Context: an optimization exercise on an open-source flow, tuned for a short achievable clock period and few clock cycles. The choices shown serve that exercise and are no tape-out recipe. Only simulation tests tie the RTL to the original design; equivalence was not proved. Power and IR drop assume default switching activity.

==> exp/raven <==
==> flow/design.v <==
module dcache_nway #(
  parameter int SETS  = 8,
  parameter int WAYS  = 2,
  parameter int WORDS = 2,
  parameter int CPUID = 0
) (
  input  logic        CLK,
  input  logic        RST,
  input  logic        dmemREN,
  input  logic        dmemWEN,
  input  logic [31:0] dmemaddr,
  input  logic [31:0] dmemstore,
  input  logic        halt,
  output logic [31:0] dmemload,
  output logic        dhit,
  output logic        flushed,
  output logic        dREN,
  output logic        dWEN,
  output logic [31:0] daddr,
  output logic [31:0] dstore,
  input  logic [31:0] dload,
  input  logic        dwait
);
  localparam int NS = 8;
  localparam int TW = 26;
  localparam int WB = 3;                 
  localparam logic [1:0] A_RD = 2'd0, A_WB = 2'd1, A_FL = 2'd2, A_CNT = 2'd3;
  logic [TW-1:0] r_tag   [NS][2];
  logic          r_valid [NS][2];
  logic          r_dirty [NS][2];
  logic          r_lru   [NS];           
  logic [31:0]   r_data  [NS][2][2];
  logic          o_dhit, o_ren, o_wen, o_flushed;
  logic [31:0]   o_load, o_store;
  logic [29:0]   o_addr;
  logic [1:0]    r_acc;
  logic          u_hit, m_busy, m_run, a_pend;
  logic [29:0]   m_addr;
  logic [31:0]   m_data;
  logic          m_we, m_hway, m_vway, m_vdirty;
  logic [1:0]    f_need, f_wr;
  logic          f_first;
  logic [28:0]   f_line;
  logic          f_way;
  logic          r_wbv [WB];
  logic          r_wbn;
  logic [28:0]   r_wbline [WB];
  logic [31:0]   r_wbd0 [WB], r_wbd1 [WB];
  logic [3:0]    r_fline;
  logic          r_fw;
  logic [31:0]   r_hits;
  assign dhit     = o_dhit;
  assign dmemload = o_load;
  assign dREN     = o_ren;
  assign dWEN     = o_wen;
  assign daddr    = {o_addr, 2'b00};
  assign dstore   = o_store;
  assign flushed  = o_flushed;
  logic w_act, w_done, w_rddone, w_wbdone, w_fldone, w_cntdone, w_rdw;
  assign w_act     = o_ren | o_wen;
  assign w_done    = w_act & ~dwait;
  assign w_rddone  = w_done & (r_acc == A_RD);
  assign w_wbdone  = w_done & (r_acc == A_WB);
  assign w_fldone  = w_done & (r_acc == A_FL);
  assign w_cntdone = w_done & (r_acc == A_CNT);
  assign w_rdw     = o_addr[0];           
  logic [1:0] w_fneed;                    
  logic       w_fidle;
  assign w_fneed = f_need & ~({w_rddone & w_rdw, w_rddone & ~w_rdw});
  assign w_fidle = ~(|w_fneed);
  logic          w_req, w_lk, w_wrd;
  logic [2:0]    w_idx;
  logic [TW-1:0] w_tag;
  logic [1:0]    w_m;
  logic          w_hita, w_pw, w_pend, w_hit, w_miss, w_vway, w_vdirty;
  logic [31:0]   w_d0, w_d1;
  assign w_req = dmemREN | dmemWEN;
  assign w_lk  = w_req & ~o_dhit & ~m_busy;
  assign w_idx = dmemaddr[5:3];
  assign w_wrd = dmemaddr[2];
  assign w_tag = dmemaddr[31:6];
  logic [1:0] w_eq [NS];
  always_comb begin
    for (int s = 0; s < NS; s++)
      for (int w = 0; w < 2; w++)
        w_eq[s][w] = r_valid[s][w] && (r_tag[s][w] == w_tag);
    w_m = w_eq[w_idx];
  end
  assign w_d0     = r_data[w_idx][0][w_wrd];
  assign w_d1     = r_data[w_idx][1][w_wrd];
  assign w_hita   = w_m[0] | w_m[1];
  assign w_pw     = f_wr[w_wrd] && (f_line[2:0] == w_idx) && (f_way == w_m[1]);
  assign w_pend   = w_pw & ~dmemWEN;
  assign w_hit    = w_lk & w_hita & ~w_pend;
  assign w_miss   = w_lk & ~w_hita;
  assign w_vway   = ~r_valid[w_idx][0] ? 1'b0 : ~r_valid[w_idx][1] ? 1'b1 : r_lru[w_idx];
  assign w_vdirty = r_valid[w_idx][w_vway] & r_dirty[w_idx][w_vway];
  logic          s_we, s_vdirty, s_wbhit, s_first, w_start;
  logic [29:0]   s_addr;
  assign s_addr   = m_busy ? m_addr : dmemaddr[31:2];
  assign s_we     = m_busy ? m_we   : dmemWEN;
  assign s_vdirty = m_busy ? m_vdirty : w_vdirty;
  assign s_first  = s_we ^ s_addr[0];     
  logic w_pop, w_wbfree, w_push, w_nv0;
  logic w_nv [WB];                        
  always_comb begin
    for (int i = 0; i < WB - 1; i++) w_nv[i] = w_pop ? r_wbv[i+1] : r_wbv[i];
    w_nv[WB-1] = w_pop ? 1'b0 : r_wbv[WB-1];
    s_wbhit = r_wbv[0] & ~w_pop & (r_wbline[0] == s_addr[29:1]);
    for (int i = 1; i < WB; i++)
      if (r_wbv[i] && r_wbline[i] == s_addr[29:1]) s_wbhit = 1'b1;
  end
  assign w_pop    = w_wbdone & r_wbn;
  assign w_nv0    = w_nv[0];
  assign w_wbfree = ~w_nv[WB-1];
  assign w_push   = a_pend & m_vdirty;
  assign w_start  = (w_miss | (m_busy & ~m_run)) & w_fidle & ~s_wbhit
                    & (w_wbfree | ~s_vdirty);
  logic [15:0] w_dv;
  logic        w_anyd;
  logic [3:0]  w_fsel;
  always_comb begin
    for (int s = 0; s < NS; s++)
      for (int w = 0; w < 2; w++) w_dv[2*s+w] = r_valid[s][w] & r_dirty[s][w];
    if (r_fw) w_dv[r_fline] = 1'b0;
    w_anyd = |w_dv;
    w_fsel = '0;
    for (int i = 15; i >= 0; i--)
      if (w_dv[i]) w_fsel = 4'(i);
  end
  logic w_keep, w_wbn_nxt, w_flok, w_rdword;
  assign w_keep    = w_act & dwait;
  assign w_rdword  = w_fneed[f_first] ? f_first : ~f_first;
  assign w_wbn_nxt = w_wbdone ? ~r_wbn : r_wbn;
  assign w_flok    = halt & ~(|f_need) & ~r_wbv[0] & ~m_busy & ~a_pend & ~o_flushed
                     & ~w_cntdone;
  always_ff @(posedge CLK or posedge RST) begin
    if (RST) begin
      o_dhit    <= 1'b0;
      o_ren     <= 1'b0;
      o_wen     <= 1'b0;
      o_flushed <= 1'b0;
      u_hit     <= 1'b0;
      m_busy    <= 1'b0;
      m_run     <= 1'b0;
      a_pend    <= 1'b0;
      f_need    <= 2'b00;
      f_wr      <= 2'b00;
      for (int i = 0; i < WB; i++) r_wbv[i] <= 1'b0;
      r_wbn     <= 1'b0;
      r_fw      <= 1'b0;
      r_hits    <= '0;
      for (int s = 0; s < NS; s++) begin
        r_lru[s] <= 1'b0;
        for (int w = 0; w < 2; w++) begin
          r_valid[s][w] <= 1'b0;
          r_dirty[s][w] <= 1'b0;
        end
      end
    end else begin
      o_dhit <= w_hit | (w_start & s_we) | (m_run & w_rddone & (w_rdw == m_addr[0]));
      u_hit  <= w_hit;
      a_pend <= w_start;
      if (o_dhit) r_hits <= r_hits + 32'd1;
      if (u_hit) begin
        r_lru[m_addr[3:1]] <= ~m_hway;
        if (m_we) r_dirty[m_addr[3:1]][m_hway] <= 1'b1;
      end
      f_need <= w_fneed;
      f_wr   <= f_wr & ~({w_rddone & w_rdw, w_rddone & ~w_rdw});
      if (w_hit && dmemWEN && w_pw) f_wr[w_wrd] <= 1'b0;
      if (w_miss) m_busy <= 1'b1;
      if (m_run && w_rddone && (w_rdw == m_addr[0])) begin
        m_busy <= 1'b0;
        m_run  <= 1'b0;
      end
      if (w_start) begin
        f_need <= 2'b11;
        f_wr   <= s_we ? (s_addr[0] ? 2'b01 : 2'b10) : 2'b11;
        m_busy <= ~s_we;
        m_run  <= ~s_we;
      end
      if (a_pend) begin
        r_lru[m_addr[3:1]]           <= ~m_vway;
        r_valid[m_addr[3:1]][m_vway] <= 1'b1;
        r_dirty[m_addr[3:1]][m_vway] <= m_we;
      end
      for (int i = 0; i < WB; i++)
        r_wbv[i] <= w_nv[i] | (w_push & (i == 0 || w_nv[i > 0 ? i - 1 : 0]));
      r_wbn    <= w_wbn_nxt;
      if (w_fldone) begin
        r_fw <= ~r_fw;
        if (r_fw) r_dirty[r_fline[3:1]][r_fline[0]] <= 1'b0;
      end
      if (w_cntdone) o_flushed <= 1'b1;
      if (!w_keep) begin
        o_ren <= 1'b0;
        o_wen <= 1'b0;
        if (!w_fidle || w_start)        o_ren <= 1'b1;
        else if (w_nv0 && !w_lk)        o_wen <= 1'b1;
        else if (w_flok)         o_wen <= 1'b1;
      end
    end
  end
  always_ff @(posedge CLK) begin
    if (w_lk) begin
      o_load   <= w_m[1] ? w_d1 : w_d0;
      m_addr   <= dmemaddr[31:2];
      m_we     <= dmemWEN;
      m_data   <= dmemstore;
      m_hway   <= w_m[1];
      m_vway   <= w_vway;
      m_vdirty <= w_vdirty;
    end
    if (m_run && w_rddone) o_load <= dload;
    if (w_fidle) begin
      f_line  <= s_addr[29:1];
      f_way   <= m_busy ? m_vway : w_vway;
      f_first <= s_first;
    end
    if (w_rddone && f_wr[w_rdw]) r_data[f_line[2:0]][f_way][w_rdw] <= dload;
    if (u_hit && m_we) r_data[m_addr[3:1]][m_hway][m_addr[0]] <= m_data;
    if (a_pend) begin
      r_tag[m_addr[3:1]][m_vway] <= m_addr[29:4];
      if (m_we) r_data[m_addr[3:1]][m_vway][m_addr[0]] <= m_data;
    end
    for (int i = 0; i < WB; i++) begin
      if (w_pop && i < WB - 1) begin
        r_wbline[i] <= r_wbline[i < WB - 1 ? i + 1 : i];
        r_wbd0[i]   <= r_wbd0[i < WB - 1 ? i + 1 : i];
        r_wbd1[i]   <= r_wbd1[i < WB - 1 ? i + 1 : i];
      end
      if (w_push && !w_nv[i] && (i == 0 || w_nv[i > 0 ? i - 1 : 0])) begin
        r_wbline[i] <= {r_tag[m_addr[3:1]][m_vway], m_addr[3:1]};
        r_wbd0[i]   <= r_data[m_addr[3:1]][m_vway][0];
        r_wbd1[i]   <= r_data[m_addr[3:1]][m_vway][1];
      end
    end
    if (!w_keep) begin
      if (!w_fidle) begin
        r_acc  <= A_RD;
        o_addr <= {f_line, w_rdword};
      end else if (w_lk || w_start || !(w_nv0 || halt)) begin
        r_acc  <= A_RD;
        o_addr <= {s_addr[29:1], s_first};
      end else if (w_nv0) begin
        r_acc  <= A_WB;
        o_addr <= {(w_pop ? r_wbline[1] : r_wbline[0]), w_wbn_nxt};
      end else if (w_fldone && !r_fw) begin
        r_acc  <= A_FL;
        o_addr <= {o_addr[29:1], 1'b1};
      end else if (w_anyd) begin
        r_acc  <= A_FL;
        o_addr <= {r_tag[w_fsel[3:1]][w_fsel[0]], w_fsel[3:1], 1'b0};
      end else begin
        r_acc  <= A_CNT;
        o_addr <= 30'((32'h3100 + 32'(4 * CPUID)) >> 2);
      end
      if (w_nv0)
        o_store <= w_pop ? r_wbd0[1] : (w_wbn_nxt ? r_wbd1[0] : r_wbd0[0]);
      else if (w_fldone && !r_fw)
        o_store <= r_data[r_fline[3:1]][r_fline[0]][1];
      else if (w_anyd)
        o_store <= r_data[w_fsel[3:1]][w_fsel[0]][0];
      else
        o_store <= r_hits;
      if (!w_fldone || r_fw) r_fline <= w_fsel;
    end
  end
endmodule
==> flow/run.sh <==
#!/bin/bash
# synth_recipe.tcl (not shown) runs the flow's synth.tcl, then flattens the netlist and writes it again
# the make line also repeats each setting of config.mk as NAME=value (left out here)
make -C /OpenROAD-flow-scripts/flow DESIGN_CONFIG=/design/flow/config.mk WORK_HOME=/design/flow/orfs CLKGATE_MAP_FILE= SYNTH_SCRIPT=/design/flow/synth_recipe.tcl finish
==> flow/config.mk <==
export PLATFORM = sky130hd
export DESIGN_NAME = dcache_nway
export DESIGN_NICKNAME = dcache_nway
export VERILOG_FILES = /design/flow/design.v
export SDC_FILE = /design/flow/constraint.sdc
export NUM_CORES = 4
export LEC_CHECK = 0
export ABC_CLOCK_PERIOD_IN_PS = 2000
export CAP_MARGIN = 20
export CORE_MARGIN = 2
export CORE_UTILIZATION = 30
export GPL_TIMING_DRIVEN = 1
export SETUP_SLACK_MARGIN = 5
export SLEW_MARGIN = 20
export TNS_END_PERCENT = 0
==> flow/constraint.sdc <==
create_clock -name core_clock -period 10.0 [get_ports {CLK}]
set_input_delay 2.0000 -clock core_clock [delete_from_list [all_inputs] [get_ports {CLK}]]
set_output_delay 2.0000 -clock core_clock [all_outputs]
set_load 0.01 [all_outputs]
==> inputs of exp/pepper, as changes to exp/raven <==
--- a/flow/design.v
+++ b/flow/design.v
@@ -43,10 +43,13 @@
   logic [28:0]   f_line;
   logic          f_way;
+  logic          c_v, c_way, c_w;
+  logic [2:0]    c_idx;
+  logic [31:0]   c_d;
   logic          r_wbv [WB];
   logic          r_wbn;
   logic [28:0]   r_wbline [WB];
   logic [31:0]   r_wbd0 [WB], r_wbd1 [WB];
-  logic [3:0]    r_fline;
-  logic          r_fw;
+  logic [3:0]    r_fline, r_nline;
+  logic          r_fbusy, r_nv, r_flok;
   logic [31:0]   r_hits;
   assign dhit     = o_dhit;
@@ -87,6 +90,8 @@
     w_m = w_eq[w_idx];
   end
-  assign w_d0     = r_data[w_idx][0][w_wrd];
-  assign w_d1     = r_data[w_idx][1][w_wrd];
+  logic w_fwd;
+  assign w_fwd    = c_v && (c_idx == w_idx) && (c_w == w_wrd);
+  assign w_d0     = (w_fwd && !c_way) ? c_d : r_data[w_idx][0][w_wrd];
+  assign w_d1     = (w_fwd &&  c_way) ? c_d : r_data[w_idx][1][w_wrd];
   assign w_hita   = w_m[0] | w_m[1];
   assign w_pw     = f_wr[w_wrd] && (f_line[2:0] == w_idx) && (f_way == w_m[1]);
@@ -96,18 +101,15 @@
   assign w_vway   = ~r_valid[w_idx][0] ? 1'b0 : ~r_valid[w_idx][1] ? 1'b1 : r_lru[w_idx];
   assign w_vdirty = r_valid[w_idx][w_vway] & r_dirty[w_idx][w_vway];
-  logic          s_we, s_vdirty, s_wbhit, s_first, w_start;
-  logic [29:0]   s_addr;
-  assign s_addr   = m_busy ? m_addr : dmemaddr[31:2];
-  assign s_we     = m_busy ? m_we   : dmemWEN;
-  assign s_vdirty = m_busy ? m_vdirty : w_vdirty;
-  assign s_first  = s_we ^ s_addr[0];     
-  logic w_pop, w_wbfree, w_push, w_nv0;
+  logic w_pop, w_wbfree, w_push, w_nv0, w_lwbhit, w_mwbhit;
   logic w_nv [WB];                        
   always_comb begin
     for (int i = 0; i < WB - 1; i++) w_nv[i] = w_pop ? r_wbv[i+1] : r_wbv[i];
     w_nv[WB-1] = w_pop ? 1'b0 : r_wbv[WB-1];
-    s_wbhit = r_wbv[0] & ~w_pop & (r_wbline[0] == s_addr[29:1]);
-    for (int i = 1; i < WB; i++)
-      if (r_wbv[i] && r_wbline[i] == s_addr[29:1]) s_wbhit = 1'b1;
+    w_lwbhit = r_wbv[0] & ~w_pop & (r_wbline[0] == dmemaddr[31:3]);
+    w_mwbhit = r_wbv[0] & ~w_pop & (r_wbline[0] == m_addr[29:1]);
+    for (int i = 1; i < WB; i++) begin
+      if (r_wbv[i] && r_wbline[i] == dmemaddr[31:3]) w_lwbhit = 1'b1;
+      if (r_wbv[i] && r_wbline[i] == m_addr[29:1])   w_mwbhit = 1'b1;
+    end
   end
   assign w_pop    = w_wbdone & r_wbn;
@@ -115,6 +117,12 @@
   assign w_wbfree = ~w_nv[WB-1];
   assign w_push   = a_pend & m_vdirty;
-  assign w_start  = (w_miss | (m_busy & ~m_run)) & w_fidle & ~s_wbhit
-                    & (w_wbfree | ~s_vdirty);
+  logic w_lstart, w_mstart, w_start, s_we, s_first;
+  logic [29:0] s_addr;
+  assign w_lstart = w_miss & w_fidle & ~w_lwbhit & (w_wbfree | ~w_vdirty);
+  assign w_mstart = m_busy & ~m_run & w_fidle & ~w_mwbhit & (w_wbfree | ~m_vdirty);
+  assign w_start  = w_lstart | w_mstart;
+  assign s_addr   = m_busy ? m_addr : dmemaddr[31:2];
+  assign s_we     = m_busy ? m_we   : dmemWEN;
+  assign s_first  = s_we ^ s_addr[0];     
   logic [15:0] w_dv;
   logic        w_anyd;
@@ -123,5 +131,5 @@
     for (int s = 0; s < NS; s++)
       for (int w = 0; w < 2; w++) w_dv[2*s+w] = r_valid[s][w] & r_dirty[s][w];
-    if (r_fw) w_dv[r_fline] = 1'b0;
+    if (r_fbusy) w_dv[r_fline] = 1'b0;
     w_anyd = |w_dv;
     w_fsel = '0;
@@ -129,10 +137,11 @@
       if (w_dv[i]) w_fsel = 4'(i);
   end
-  logic w_keep, w_wbn_nxt, w_flok, w_rdword;
+  logic w_keep, w_wbn_nxt, w_flok, w_rdword, w_flw1, w_flnext;
   assign w_keep    = w_act & dwait;
   assign w_rdword  = w_fneed[f_first] ? f_first : ~f_first;
   assign w_wbn_nxt = w_wbdone ? ~r_wbn : r_wbn;
-  assign w_flok    = halt & ~(|f_need) & ~r_wbv[0] & ~m_busy & ~a_pend & ~o_flushed
-                     & ~w_cntdone;
+  assign w_flok    = halt & ~(|f_need) & ~r_wbv[0] & ~m_busy & ~a_pend & ~o_flushed;
+  assign w_flw1    = r_fbusy & ~o_addr[0];                     
+  assign w_flnext  = r_flok & w_flok & (~r_fbusy | w_fldone) & ~w_cntdone;
   always_ff @(posedge CLK or posedge RST) begin
     if (RST) begin
@@ -147,7 +156,9 @@
       f_need    <= 2'b00;
       f_wr      <= 2'b00;
+      c_v       <= 1'b0;
       for (int i = 0; i < WB; i++) r_wbv[i] <= 1'b0;
       r_wbn     <= 1'b0;
-      r_fw      <= 1'b0;
+      r_fbusy   <= 1'b0;
+      r_flok    <= 1'b0;
       r_hits    <= '0;
       for (int s = 0; s < NS; s++) begin
@@ -167,4 +178,5 @@
         if (m_we) r_dirty[m_addr[3:1]][m_hway] <= 1'b1;
       end
+      c_v    <= w_rddone & f_wr[w_rdw];
       f_need <= w_fneed;
       f_wr   <= f_wr & ~({w_rddone & w_rdw, w_rddone & ~w_rdw});
@@ -188,16 +200,18 @@
       for (int i = 0; i < WB; i++)
         r_wbv[i] <= w_nv[i] | (w_push & (i == 0 || w_nv[i > 0 ? i - 1 : 0]));
-      r_wbn    <= w_wbn_nxt;
-      if (w_fldone) begin
-        r_fw <= ~r_fw;
-        if (r_fw) r_dirty[r_fline[3:1]][r_fline[0]] <= 1'b0;
-      end
+      r_wbn <= w_wbn_nxt;
+      r_flok <= w_flok;
+      if (w_fldone && o_addr[0]) begin
+        r_fbusy <= 1'b0;
+        r_dirty[r_fline[3:1]][r_fline[0]] <= 1'b0;
+      end
+      if (w_flnext && !w_flw1 && r_nv && !w_keep) r_fbusy <= 1'b1;
       if (w_cntdone) o_flushed <= 1'b1;
       if (!w_keep) begin
         o_ren <= 1'b0;
         o_wen <= 1'b0;
-        if (!w_fidle || w_start)        o_ren <= 1'b1;
-        else if (w_nv0 && !w_lk)        o_wen <= 1'b1;
-        else if (w_flok)         o_wen <= 1'b1;
+        if (!w_fidle || w_start)    o_ren <= 1'b1;
+        else if (w_nv0 && !w_lk)    o_wen <= 1'b1;
+        else if (w_flnext)          o_wen <= 1'b1;
       end
     end
@@ -219,5 +233,11 @@
       f_first <= s_first;
     end
-    if (w_rddone && f_wr[w_rdw]) r_data[f_line[2:0]][f_way][w_rdw] <= dload;
+    c_d   <= dload;
+    c_idx <= f_line[2:0];
+    c_way <= f_way;
+    c_w   <= w_rdw;
+    r_nline <= w_fsel;
+    r_nv    <= w_anyd;
+    if (c_v) r_data[c_idx][c_way][c_w] <= c_d;
     if (u_hit && m_we) r_data[m_addr[3:1]][m_hway][m_addr[0]] <= m_data;
     if (a_pend) begin
@@ -233,6 +253,8 @@
       if (w_push && !w_nv[i] && (i == 0 || w_nv[i > 0 ? i - 1 : 0])) begin
         r_wbline[i] <= {r_tag[m_addr[3:1]][m_vway], m_addr[3:1]};
-        r_wbd0[i]   <= r_data[m_addr[3:1]][m_vway][0];
-        r_wbd1[i]   <= r_data[m_addr[3:1]][m_vway][1];
+        r_wbd0[i]   <= (c_v && c_idx == m_addr[3:1] && c_way == m_vway && !c_w)
+                       ? c_d : r_data[m_addr[3:1]][m_vway][0];
+        r_wbd1[i]   <= (c_v && c_idx == m_addr[3:1] && c_way == m_vway && c_w)
+                       ? c_d : r_data[m_addr[3:1]][m_vway][1];
       end
     end
@@ -241,29 +263,25 @@
         r_acc  <= A_RD;
         o_addr <= {f_line, w_rdword};
-      end else if (w_lk || w_start || !(w_nv0 || halt)) begin
+      end else if (w_lk || w_mstart || !(w_nv0 || halt)) begin
         r_acc  <= A_RD;
         o_addr <= {s_addr[29:1], s_first};
       end else if (w_nv0) begin
-        r_acc  <= A_WB;
-        o_addr <= {(w_pop ? r_wbline[1] : r_wbline[0]), w_wbn_nxt};
-      end else if (w_fldone && !r_fw) begin
-        r_acc  <= A_FL;
-        o_addr <= {o_addr[29:1], 1'b1};
-      end else if (w_anyd) begin
-        r_acc  <= A_FL;
-        o_addr <= {r_tag[w_fsel[3:1]][w_fsel[0]], w_fsel[3:1], 1'b0};
+        r_acc   <= A_WB;
+        o_addr  <= {(w_pop ? r_wbline[1] : r_wbline[0]), w_wbn_nxt};
+        o_store <= w_pop ? r_wbd0[1] : (w_wbn_nxt ? r_wbd1[0] : r_wbd0[0]);
+      end else if (w_flw1) begin
+        r_acc   <= A_FL;
+        o_addr  <= {o_addr[29:1], 1'b1};
+        o_store <= r_data[r_fline[3:1]][r_fline[0]][1];
+      end else if (r_nv) begin
+        r_acc   <= A_FL;
+        o_addr  <= {r_tag[r_nline[3:1]][r_nline[0]], r_nline[3:1], 1'b0};
+        o_store <= r_data[r_nline[3:1]][r_nline[0]][0];
+        r_fline <= r_nline;
       end else begin
-        r_acc  <= A_CNT;
-        o_addr <= 30'((32'h3100 + 32'(4 * CPUID)) >> 2);
-      end
-      if (w_nv0)
-        o_store <= w_pop ? r_wbd0[1] : (w_wbn_nxt ? r_wbd1[0] : r_wbd0[0]);
-      else if (w_fldone && !r_fw)
-        o_store <= r_data[r_fline[3:1]][r_fline[0]][1];
-      else if (w_anyd)
-        o_store <= r_data[w_fsel[3:1]][w_fsel[0]][0];
-      else
+        r_acc   <= A_CNT;
+        o_addr  <= 30'((32'h3100 + 32'(4 * CPUID)) >> 2);
         o_store <= r_hits;
-      if (!w_fldone || r_fw) r_fline <= w_fsel;
+      end
     end
   end
==> flow/flow/run.sh (new file) <==
#!/bin/bash
set -euo pipefail
bash standard.sh SETUP_SLACK_MARGIN=7.5 TNS_END_PERCENT=0 finish > standard_flow.log 2>&1
==> flow/standard.sh (new file) <==
#!/bin/bash
# synth_recipe.tcl (not shown) runs the flow's synth.tcl, then flattens the netlist and writes it again
# the make line also repeats each setting of config.mk as NAME=value (left out here)
make -C /OpenROAD-flow-scripts/flow DESIGN_CONFIG=/design/flow/config.mk WORK_HOME=/design/flow/orfs CLKGATE_MAP_FILE= SYNTH_SCRIPT=/design/flow/synth_recipe.tcl "${@:-finish}"
removed: flow/run.sh
==> impl_metrics.yaml <==
timing:
  post-route-worst-setup-slack_ns: 4.696
  max_freq_mhz: 188.5
grt:
  grtUsageMet1_pct: 33.39
  grt_pass1_vias: 84218
  grtUsageMet3_pct: 8.570
cells_and_area:
  non_clock_inverter_count: 61
  multiInputCombCellCount: 5770
  utilization_pct: 34.39
  multi_input_area_share_pct: 41.57
worst_setup_path:
  rr_endpoint: "o_addr[12]$_DFFE_PP_"
power:
  power_report.internal_total_w: 0.02032
  power.clock.total_w: 0.00816
cts:
  clk_latency_ns: 0.97
run_status:
  run_status: "no timing/DRC/antenna violations"
yosys:
  synth.mux.area_fraction_pct: 29.67
floorplan:
  die_x_um: 629.1
placed_design:
  dp_worst_setup_slack_ns: 2.496
That was exp/raven.
==> impl_metrics.yaml <==
run_status:
  run_status: "no timing/DRC/antenna violations"
grt:
  grtUsageMet3_pct: 9.557
  grtUsageMet1_pct: 33.83
  grt_pass1_vias: 82342
placed_design:
  dp_worst_setup_slack_ns: 2.525
yosys:
  synth.mux.area_fraction_pct: 34.48
power:
  power.clock.total_w: 0.00929
cells_and_area:
  non_clock_inverter_count: 71
  multiInputCombCellCount: 4841
timing:
  max_freq_mhz: 241.3
That was exp/pepper.
Testbench counts of exp/raven, summed over its fixed seeds: cycles 26,745.
Testbench counts of exp/pepper, summed over its fixed seeds: cycles 26,754.

what the ideal ports hide:
The flow's constraints put no driver on any port. The routed layouts listed below were extracted and timed again, unchanged, in two steps. Step 1 (the two cells are an assumption about what drives the block):
set clk [get_ports {CLK}]
set_driving_cell -lib_cell sky130_fd_sc_hd__clkbuf_16 $clk
set_driving_cell -lib_cell sky130_fd_sc_hd__buf_2 [delete_from_list [all_inputs] $clk]
Step 2 times the ports against the registers' clock, not the clock port: input delays grow and output delays shrink by t, the midpoint of the rising clock arrivals with the driver on. Slacks: ideal / step 1 / step 2; pairs: ideal / step 1.
run | t (ns) | setup WS [ns] | clock arrival spread, ns | slew at the worst register clock pin (ns)
exp/raven | 1.011 | 4.696 / 4.775 / 3.763 | 0.146 / 0.147 | 0.07 / 0.07
exp/pepper | 1.065 | 5.856 / 5.702 / 4.637 | 0.115 / 0.114 | 0.08 / 0.08
After both steps setup and hold are still met in every run listed. The setup slack of exp/pepper, which loses most, moves by -0.154 ns with the drivers and by -1.219 ns with both steps.
